What follows belongs to an exercise in optimizing a design on an open flow for small area, a short achievable clock period and few clock cycles; a production flow would make more cautious choices.
At most, simulation tests tie the RTL to the original design; equivalence was not proved.
The clock port is modelled as an ideal driver; clocking choices that lean on that would not hold on a real chip.

==> inputs of run a <==
==> flow/design.v <==
module kbest_ped_sorter #(
  parameter int PED_W = 24,
  parameter int SYM_W = 12,
  parameter int NSYM  = 4,
  parameter int K     = 16,
  parameter int CNT_W = 8
) (
  input  logic                    clk,
  input  logic                    rstn,
  input  logic                    in_valid,
  output logic                    in_ready,
  input  logic                    in_last,
  input  logic [PED_W-1:0]        in_ped,
  input  logic [NSYM*SYM_W-1:0]   in_sym,
  output logic                    out_valid,
  input  logic                    out_ready,
  output logic                    out_last,
  output logic [PED_W-1:0]        out_ped,
  output logic [NSYM*SYM_W-1:0]   out_sym,
  output logic [$clog2(K)-1:0]    out_rank,
  output logic [CNT_W-1:0]        set_count
);
  localparam int RANK_W = $clog2(K);
  localparam int TUP_W  = NSYM * SYM_W;
  logic                 s_v, s_last;
  logic [PED_W-1:0]     s_ped;
  logic [TUP_W-1:0]     s_sym;
  logic [K-1:0]         s_lt;        
  logic                 in_rdy_q;
  logic [K-1:0]         v, d, pw, sel_q, maxoh_q;
  logic [RANK_W-1:0]    rk [K];
  logic [PED_W-1:0]     sp [K];
  logic [TUP_W-1:0]     ss [K];
  logic [RANK_W-1:0]    pos_q;
  logic [CNT_W-1:0]     c_cnt, d_cnt;
  logic [RANK_W-1:0]    d_nm1, ld_rank;
  logic                 d_act, pend;
  logic                 c_full, free_any;    
  logic                 o_v, o_last;
  logic [PED_W-1:0]     o_ped;
  logic [TUP_W-1:0]     o_sym;
  logic [RANK_W-1:0]    o_rank;
  assign in_ready  = in_rdy_q;
  assign out_valid = o_v;
  assign out_last  = o_last;
  assign out_ped   = o_ped;
  assign out_sym   = o_sym;
  assign out_rank  = o_rank;
  assign set_count = d_cnt;
  function automatic logic lt_tree(input logic [PED_W-1:0] a, input logic [PED_W-1:0] b);
    logic [23:0] l0, e0;
    logic [11:0] l1, e1;
    logic [5:0]  l2, e2;
    logic [2:0]  l3, e3;
    logic        l4;
    l0 = ~a & b;
    e0 = ~a | b;
    for (int i = 0; i < 12; i++) begin
      l1[i] = l0[2*i+1] | (e0[2*i+1] & l0[2*i]);
      e1[i] = l0[2*i+1] | (e0[2*i+1] & e0[2*i]);
    end
    for (int i = 0; i < 6; i++) begin
      l2[i] = l1[2*i+1] | (e1[2*i+1] & l1[2*i]);
      e2[i] = l1[2*i+1] | (e1[2*i+1] & e1[2*i]);
    end
    for (int i = 0; i < 3; i++) begin
      l3[i] = l2[2*i+1] | (e2[2*i+1] & l2[2*i]);
      e3[i] = l2[2*i+1] | (e2[2*i+1] & e2[2*i]);
    end
    l4 = l3[1] | (e3[1] & l3[0]);
    lt_tree = l3[2] | (e3[2] & l4);
  endfunction
  logic [K-1:0]      cv, lt, le, maxoh, freeoh, we, sel;
  logic              adv, fast, s_is_min, trans;
  logic [RANK_W-1:0] ek [K];
  logic [RANK_W:0]   pos;
  assign cv       = v & ~d;
  assign freeoh   = ~v & (v + K'(1));
  assign adv      = s_v && !pend && (c_full || free_any);
  assign s_is_min = ~|le;
  assign fast     = adv && s_last && !d_act && !o_v;
  assign trans    = pend && !d_act && !o_v;
  always_comb begin
    for (int i = 0; i < K; i++) begin
      ek[i]    = pw[i] ? pos_q : rk[i];
      lt[i]    = cv[i] && s_lt[i];
      le[i]    = cv[i] && !s_lt[i];
      maxoh[i] = maxoh_q[i] || (pw[i] && cv[i] && pos_q == RANK_W'(K-1));
      sel[i]   = sel_q[i] || (pw[i] && v[i] && (d_act ? d[i] : !d[i]) && pos_q == ld_rank);
      we[i]    = adv && (c_full ? (maxoh[i] && lt[i]) : freeoh[i]);
    end
  end
  logic [2:0]  oh2 [8];
  logic [4:0]  oh4 [4];
  logic [8:0]  oh8 [2];
  logic [16:0] oh16;
  always_comb begin
    for (int j = 0; j < 8; j++) begin
      oh2[j][0] = !le[2*j] && !le[2*j+1];
      oh2[j][1] = le[2*j] != le[2*j+1];
      oh2[j][2] = le[2*j] && le[2*j+1];
    end
    for (int j = 0; j < 4; j++) begin
      oh4[j] = '0;
      for (int a = 0; a < 3; a++)
        for (int b = 0; b < 3; b++)
          oh4[j][a+b] = oh4[j][a+b] | (oh2[2*j][a] & oh2[2*j+1][b]);
    end
    for (int j = 0; j < 2; j++) begin
      oh8[j] = '0;
      for (int a = 0; a < 5; a++)
        for (int b = 0; b < 5; b++)
          oh8[j][a+b] = oh8[j][a+b] | (oh4[2*j][a] & oh4[2*j+1][b]);
    end
    oh16 = '0;
    for (int a = 0; a < 9; a++)
      for (int b = 0; b < 9; b++)
        oh16[a+b] = oh16[a+b] | (oh8[0][a] & oh8[1][b]);
    pos = '0;
    for (int k = 0; k < 16; k++)
      if (oh16[k]) pos = pos | (RANK_W+1)'(k);
  end
  logic [CNT_W-1:0] c_inc, new_cnt;
  logic [RANK_W-1:0] new_nm1;
  assign c_inc   = (c_cnt == {CNT_W{1'b1}}) ? c_cnt : c_cnt + CNT_W'(1);
  assign new_cnt = trans ? c_cnt : c_inc;
  assign new_nm1 = (|new_cnt[CNT_W-1:RANK_W]) ? RANK_W'(K-1) : RANK_W'(new_cnt - CNT_W'(1));
  logic               load, take;
  logic [PED_W-1:0]   m_ped;
  logic [TUP_W-1:0]   m_sym;
  assign load = d_act && (!o_v || out_ready);
  assign take = load || (fast && !s_is_min);
  always_comb begin
    m_ped = '0;
    m_sym = '0;
    for (int i = 0; i < K; i++) begin
      m_ped = m_ped | (sp[i] & {PED_W{sel[i]}});
      m_sym = m_sym | (ss[i] & {TUP_W{sel[i]}});
    end
  end
  logic [K-1:0]      v_n, d_n;
  logic [RANK_W-1:0] rk_n [K];
  logic [CNT_W-1:0]  c_cnt_n;
  logic [RANK_W-1:0] ld_rank_n;
  logic              pend_n, s_v_n, d_act_n;
  always_comb begin
    for (int i = 0; i < K; i++) begin
      v_n[i] = v[i];
      if (take && sel[i]) v_n[i] = 1'b0;
      if (fast && s_is_min && c_full && maxoh[i] && lt[i]) v_n[i] = 1'b0;
      if (adv && !c_full && freeoh[i] && !(fast && s_is_min)) v_n[i] = 1'b1;
      if (trans || fast) d_n[i] = 1'b1;
      else if (we[i])    d_n[i] = 1'b0;
      else               d_n[i] = d[i];
      if (pw[i] || (adv && lt[i])) rk_n[i] = ek[i] + RANK_W'(adv && lt[i]);
      else                         rk_n[i] = rk[i];
    end
  end
  always_comb begin
    c_cnt_n = c_cnt;
    pend_n  = pend;
    if (trans) begin
      c_cnt_n = '0;
      pend_n  = 1'b0;
    end else if (adv) begin
      if (fast) c_cnt_n = '0;
      else      c_cnt_n = c_inc;
      if (s_last && !fast) pend_n = 1'b1;
    end
  end
  logic              d_act_ld, d_act_nl;
  logic [RANK_W-1:0] ld_rank_ld, ld_rank_nl;
  always_comb begin
    d_act_ld   = (ld_rank != d_nm1);
    ld_rank_ld = (ld_rank == d_nm1) ? '0 : ld_rank + RANK_W'(1);
    d_act_nl   = d_act;
    ld_rank_nl = ld_rank;
    if (fast) begin
      d_act_nl   = (new_nm1 != '0);
      ld_rank_nl = (new_nm1 != '0) ? RANK_W'(1) : '0;
    end else if (trans) begin
      d_act_nl   = 1'b1;
      ld_rank_nl = '0;
    end
  end
  assign d_act_n   = load ? d_act_ld : d_act_nl;
  assign ld_rank_n = load ? ld_rank_ld : ld_rank_nl;
  logic free2, set_any, evict_any, free_any_n, c_full_n;
  always_comb begin
    free2 = 1'b0;
    for (int i = 0; i < K; i++)
      for (int j = i + 1; j < K; j++)
        free2 = free2 | (!v[i] && !v[j]);
  end
  assign set_any    = adv && !c_full && !(fast && s_is_min);
  assign evict_any  = fast && s_is_min && c_full && |(maxoh & lt);
  assign free_any_n = free2 || (free_any && !set_any) || take || evict_any;
  assign c_full_n   = (c_full || (adv && c_cnt == CNT_W'(K-1))) && !fast && !trans;
  assign s_v_n = (s_v && !adv) || (in_valid && in_rdy_q);
  always_ff @(posedge clk or negedge rstn) begin
    if (!rstn) begin
      s_v      <= 1'b0;
      in_rdy_q <= 1'b1;
      v        <= '0;
      c_cnt    <= '0;
      c_full   <= 1'b0;
      free_any <= 1'b1;
      pend     <= 1'b0;
      d_act    <= 1'b0;
      ld_rank  <= '0;
      o_v      <= 1'b0;
    end else begin
      s_v      <= s_v_n;
      in_rdy_q <= !s_v_n || (!pend_n && (c_full_n || free_any_n));
      c_full   <= c_full_n;
      free_any <= free_any_n;
      v        <= v_n;
      c_cnt    <= c_cnt_n;
      pend     <= pend_n;
      d_act    <= d_act_n;
      ld_rank  <= ld_rank_n;
      if (load || fast) o_v <= 1'b1;
      else if (out_ready) o_v <= 1'b0;
    end
  end
  always_ff @(posedge clk) begin
    if (in_valid && in_rdy_q) begin
      s_ped  <= in_ped;
      s_sym  <= in_sym;
      s_last <= in_last;
      for (int i = 0; i < K; i++) begin
        s_lt[i] <= we[i] ? lt_tree(in_ped, s_ped) : lt_tree(in_ped, sp[i]);
      end
    end
    for (int i = 0; i < K; i++) begin
      if (we[i]) begin
        sp[i] <= s_ped;
        ss[i] <= s_sym;
      end
      rk[i]      <= rk_n[i];
      d[i]       <= d_n[i];
      pw[i]      <= we[i];
      sel_q[i]   <= v_n[i] && !we[i] && (d_act_n ? d_n[i] : !d_n[i]) && (rk_n[i] == ld_rank_n);
      maxoh_q[i] <= v_n[i] && !we[i] && !d_n[i] && (rk_n[i] == RANK_W'(K-1));
    end
    pos_q <= pos[RANK_W-1:0];
    if (trans || fast) begin
      d_cnt <= new_cnt;
      d_nm1 <= new_nm1;
    end
    if (fast || load) begin
      o_ped  <= (fast && s_is_min) ? s_ped : m_ped;
      o_sym  <= (fast && s_is_min) ? s_sym : m_sym;
      o_rank <= fast ? '0 : ld_rank;
      o_last <= fast ? (new_nm1 == '0) : (ld_rank == d_nm1);
    end
  end
endmodule
==> flow/flow/run.sh <==
#!/bin/bash
# The standard ORFS layout, run step by step so that the setup-repair
# margin can differ between the floorplan step (ideal clocks, no wires) and
# the later steps (propagated clocks, placed and routed wires).
set -euo pipefail
FP_MARGIN=2.5
LATE_MARGIN=4
sed 's/"\${@:-finish}"/SETUP_SLACK_MARGIN="$SSM" "${@:-finish}"/' standard.sh > standard_margin.sh
grep -q 'SETUP_SLACK_MARGIN="$SSM"' standard_margin.sh
SSM=$FP_MARGIN   bash standard_margin.sh synth     > synth.log 2>&1
SSM=$FP_MARGIN   bash standard_margin.sh floorplan > floorplan.log 2>&1
SSM=$LATE_MARGIN bash standard_margin.sh place     > place.log 2>&1
SSM=$LATE_MARGIN bash standard_margin.sh cts       > cts.log 2>&1
SSM=$LATE_MARGIN bash standard_margin.sh route     > route.log 2>&1
SSM=$LATE_MARGIN bash standard_margin.sh finish    > finish.log 2>&1
test -s out/final.def
==> flow/standard.sh <==
#!/bin/bash
# synth_recipe.tcl (not shown) runs the flow's synth.tcl, then flattens the netlist and writes it again
# the make line also repeats each setting of config.mk as NAME=value (left out here)
make -C /OpenROAD-flow-scripts/flow DESIGN_CONFIG=/design/flow/config.mk WORK_HOME=/design/flow/orfs CLKGATE_MAP_FILE= SYNTH_SCRIPT=/design/flow/synth_recipe.tcl "${@:-finish}"
==> flow/config.mk <==
export PLATFORM = sky130hd
export DESIGN_NAME = kbest_ped_sorter
export DESIGN_NICKNAME = kbest_ped_sorter
export VERILOG_FILES = /design/flow/design.v
export SDC_FILE = /design/flow/constraint.sdc
export NUM_CORES = 4
export LEC_CHECK = 0
export CAP_MARGIN = 20
export CORE_MARGIN = 2
export CORE_UTILIZATION = 60
export CTS_CLUSTER_DIAMETER = 80
export CTS_CLUSTER_SIZE = 30
export PLACE_DENSITY = 0.7
export SLEW_MARGIN = 20
==> flow/constraint.sdc <==
create_clock -name core_clock -period 7.0 [get_ports {clk}]
set_input_delay 1.4000 -clock core_clock [delete_from_list [all_inputs] [get_ports {clk}]]
set_output_delay 1.4000 -clock core_clock [all_outputs]
set_load 0.01 [all_outputs]
==> run b: changes against run a <==
--- a/flow/design.v
+++ b/flow/design.v
@@ -87,5 +87,6 @@
       le[i]    = cv[i] && !s_lt[i];
       maxoh[i] = maxoh_q[i] || (pw[i] && cv[i] && pos_q == RANK_W'(K-1));
-      sel[i]   = sel_q[i] || (pw[i] && v[i] && (d_act ? d[i] : !d[i]) && pos_q == ld_rank);
+      sel[i]   = sel_q[i] || (pw[i] && v[i] && (d_act ? (d[i] && pos_q == RANK_W'(1))
+                                                      : (!d[i] && pos_q == '0)));
       we[i]    = adv && (c_full ? (maxoh[i] && lt[i]) : freeoh[i]);
     end
--- a/flow/flow/run.sh
+++ b/flow/flow/run.sh
@@ -2,8 +2,10 @@
 # The standard ORFS layout, run step by step so that the setup-repair
 # margin can differ between the floorplan step (ideal clocks, no wires) and
-# the later steps (propagated clocks, placed and routed wires).
+# the later steps (propagated clocks, placed and routed wires). Ports are
+# buffered with buf_4 instead of the default (a slow delay cell).
 set -euo pipefail
 FP_MARGIN=2.5
-LATE_MARGIN=4
+LATE_MARGIN=4.4
+export BUFFER_PORTS_ARGS="-buffer_cell sky130_fd_sc_hd__buf_4"
 sed 's/"\${@:-finish}"/SETUP_SLACK_MARGIN="$SSM" "${@:-finish}"/' standard.sh > standard_margin.sh
 grep -q 'SETUP_SLACK_MARGIN="$SSM"' standard_margin.sh
--- a/flow/config.mk
+++ b/flow/config.mk
@@ -8,7 +8,8 @@
 export CAP_MARGIN = 20
 export CORE_MARGIN = 2
-export CORE_UTILIZATION = 60
-export CTS_CLUSTER_DIAMETER = 80
-export CTS_CLUSTER_SIZE = 30
-export PLACE_DENSITY = 0.7
+export CORE_UTILIZATION = 50
+export CTS_CLUSTER_DIAMETER = 70
+export CTS_CLUSTER_SIZE = 28
+export PLACE_DENSITY = 0.65
 export SLEW_MARGIN = 20
+export TNS_END_PERCENT = 2
==> run c: changes against run a <==
--- a/flow/design.v
+++ b/flow/design.v
@@ -87,5 +87,6 @@
       le[i]    = cv[i] && !s_lt[i];
       maxoh[i] = maxoh_q[i] || (pw[i] && cv[i] && pos_q == RANK_W'(K-1));
-      sel[i]   = sel_q[i] || (pw[i] && v[i] && (d_act ? d[i] : !d[i]) && pos_q == ld_rank);
+      sel[i]   = sel_q[i] || (pw[i] && v[i] && (d_act ? (d[i] && pos_q == RANK_W'(1))
+                                                      : (!d[i] && pos_q == '0)));
       we[i]    = adv && (c_full ? (maxoh[i] && lt[i]) : freeoh[i]);
     end
--- a/flow/flow/run.sh
+++ b/flow/flow/run.sh
@@ -2,8 +2,10 @@
 # The standard ORFS layout, run step by step so that the setup-repair
 # margin can differ between the floorplan step (ideal clocks, no wires) and
-# the later steps (propagated clocks, placed and routed wires).
+# the later steps (propagated clocks, placed and routed wires). Ports are
+# buffered with buf_4 instead of the default (a slow delay cell).
 set -euo pipefail
 FP_MARGIN=2.5
-LATE_MARGIN=4
+LATE_MARGIN=4.5
+export BUFFER_PORTS_ARGS="-buffer_cell sky130_fd_sc_hd__buf_4"
 sed 's/"\${@:-finish}"/SETUP_SLACK_MARGIN="$SSM" "${@:-finish}"/' standard.sh > standard_margin.sh
 grep -q 'SETUP_SLACK_MARGIN="$SSM"' standard_margin.sh
--- a/flow/config.mk
+++ b/flow/config.mk
@@ -9,6 +9,6 @@
 export CORE_MARGIN = 2
 export CORE_UTILIZATION = 60
-export CTS_CLUSTER_DIAMETER = 80
-export CTS_CLUSTER_SIZE = 30
+export CTS_CLUSTER_DIAMETER = 60
+export CTS_CLUSTER_SIZE = 24
 export PLACE_DENSITY = 0.7
 export SLEW_MARGIN = 20
==> run d: changes against run a <==
--- a/flow/design.v
+++ b/flow/design.v
@@ -87,5 +87,6 @@
       le[i]    = cv[i] && !s_lt[i];
       maxoh[i] = maxoh_q[i] || (pw[i] && cv[i] && pos_q == RANK_W'(K-1));
-      sel[i]   = sel_q[i] || (pw[i] && v[i] && (d_act ? d[i] : !d[i]) && pos_q == ld_rank);
+      sel[i]   = sel_q[i] || (pw[i] && v[i] && (d_act ? (d[i] && pos_q == RANK_W'(1))
+                                                      : (!d[i] && pos_q == '0)));
       we[i]    = adv && (c_full ? (maxoh[i] && lt[i]) : freeoh[i]);
     end
--- a/flow/flow/run.sh
+++ b/flow/flow/run.sh
@@ -2,8 +2,10 @@
 # The standard ORFS layout, run step by step so that the setup-repair
 # margin can differ between the floorplan step (ideal clocks, no wires) and
-# the later steps (propagated clocks, placed and routed wires).
+# the later steps (propagated clocks, placed and routed wires). Ports are
+# buffered with buf_4 instead of the default (a slow delay cell).
 set -euo pipefail
 FP_MARGIN=2.5
-LATE_MARGIN=4
+LATE_MARGIN=4.2
+export BUFFER_PORTS_ARGS="-buffer_cell sky130_fd_sc_hd__buf_4"
 sed 's/"\${@:-finish}"/SETUP_SLACK_MARGIN="$SSM" "${@:-finish}"/' standard.sh > standard_margin.sh
 grep -q 'SETUP_SLACK_MARGIN="$SSM"' standard_margin.sh
--- a/flow/config.mk
+++ b/flow/config.mk
@@ -8,7 +8,8 @@
 export CAP_MARGIN = 20
 export CORE_MARGIN = 2
-export CORE_UTILIZATION = 60
-export CTS_CLUSTER_DIAMETER = 80
+export CORE_UTILIZATION = 50
+export CTS_CLUSTER_DIAMETER = 75
 export CTS_CLUSTER_SIZE = 30
-export PLACE_DENSITY = 0.7
+export PLACE_DENSITY = 0.65
 export SLEW_MARGIN = 20
+export TNS_END_PERCENT = 1
==> results.ini <==
[global_routing]
overflow=19
grt_use_met2_pct=86.0

[floorplan]
initial_core_util_pct=60.6
chipHeight_um=333
die_w_um=333

[placed_design]
routabilityCongestion=0.991
post_dp_cell_area_um2=67700

[yosys]
syn_area_um2=65100
synth_common_cells=1,330 x edfxtp_1, 351 x a22oi_1, 314 x nor2_1, 310 x nand2_1, 226 x a21oi_1
syn_inst=4958
avgSynthCellArea_um2=13.1
synthMuxAreaShare_pct=1.54

[outcome]
haltStage=5_1_grt
error=[ERROR GRT-0232] Routing congestion too high. Check the congestion heatmap in the GUI.
status=stopped before the end

[cts]
cts_resized=1524
post-cts-setup-buffers=532

That was run c.
==> results.ini <==
[outcome]
status=complete, no violations

[sta]
worst_pin_slew_ns=1.08
fin_ws_ns=3.77
maxSlewHeadroom_pct=28.2

[floorplan]
die_w_um=365
chipHeight_um=365
initial_core_util_pct=50.3

[final_layout]
multi_input_area_share_pct=28.6
buffer_area_share_pct=6.15
largest_class=registers

[yosys]
synthMuxAreaShare_pct=1.54
avgSynthCellArea_um2=13.1
syn_area_um2=65100

[global_routing]
grt_use_met2_pct=53.4
overflow=0

[detailed_routing]
wl_met1_mm=89.4

[placed_design]
routabilityCongestion=0.955
post_dp_cell_area_um2=68200

[cts]
cts_resized=512

[power]
sw_frac_of_total_pct=39.1

That was run b.
==> results.ini <==
[outcome]
status=complete, no violations

[floorplan]
initial_core_util_pct=50.3

[placed_design]
dpl.cell_count=6647
routabilityCongestion=0.955
post_dp_cell_area_um2=68200
dp_slack_ns=2.43

[detailed_routing]
dr_total_vias=48800

[global_routing]
overflow=0
grt_use_met2_pct=53.0

[yosys]
syn_inst=4958
syn_area_um2=65100
synthMuxAreaShare_pct=1.54

[cts]
cts_resized=490
post-cts-setup-buffers=150

That was run d.
==> results.ini <==
[outcome]
status=complete, no violations

[floorplan]
chipHeight_um=334
initial_core_util_pct=60.3

[placed_design]
post_dp_cell_area_um2=68600
routabilityCongestion=1.02

[yosys]
avgSynthCellArea_um2=13.2
synthMuxAreaShare_pct=1.71
synth_common_cells=1,330 x edfxtp_1, 349 x nor2_1, 330 x a22oi_1, 224 x a21oi_1, 214 x nand2_1
syn_area_um2=65400
syn_inst=4965

[global_routing]
overflow=0
grt_use_met2_pct=62.7

[cts]
post-cts-setup-buffers=209

That was run a.
Testbench counts of run b, summed over its fixed seeds: cycles 7,816.
Testbench counts of run c, summed over its fixed seeds: cycles 7,816.
Testbench counts of run d, summed over its fixed seeds: cycles 7,816.
The RTL of run a was laid out without a check of its function.

port drivers added, routing unchanged:
The results above use ideal ports. As a check the final layouts listed here were re-extracted and re-timed, cells and wires unchanged.
Step 1, drivers: a clkbuf_16 drives clk and a buf_2 each remaining input, both assumed.
Step 2 moves the port delays by t, midway between the first and last clock arrival at a register: inputs arrive t later, outputs are due t later. That takes back most of the time a late clock gives input paths.
a / b / c = ideal / step 1 / step 2; a / b = the first two.
run | shift t [ns] | setup WS [ns] | worst register clock-pin slew, ns
run a | 0.772 | 3.571 / 3.598 / 2.825 | 0.12 / 0.12
run b | 0.834 | 3.771 / 3.695 / 2.861 | 0.11 / 0.11
run d | 0.816 | 3.731 / 3.633 / 2.818 | 0.11 / 0.11
After both steps setup and hold are still met in every run listed. The setup slack of run d, which loses most, moves by -0.098 ns with the drivers and by -0.913 ns with both steps.
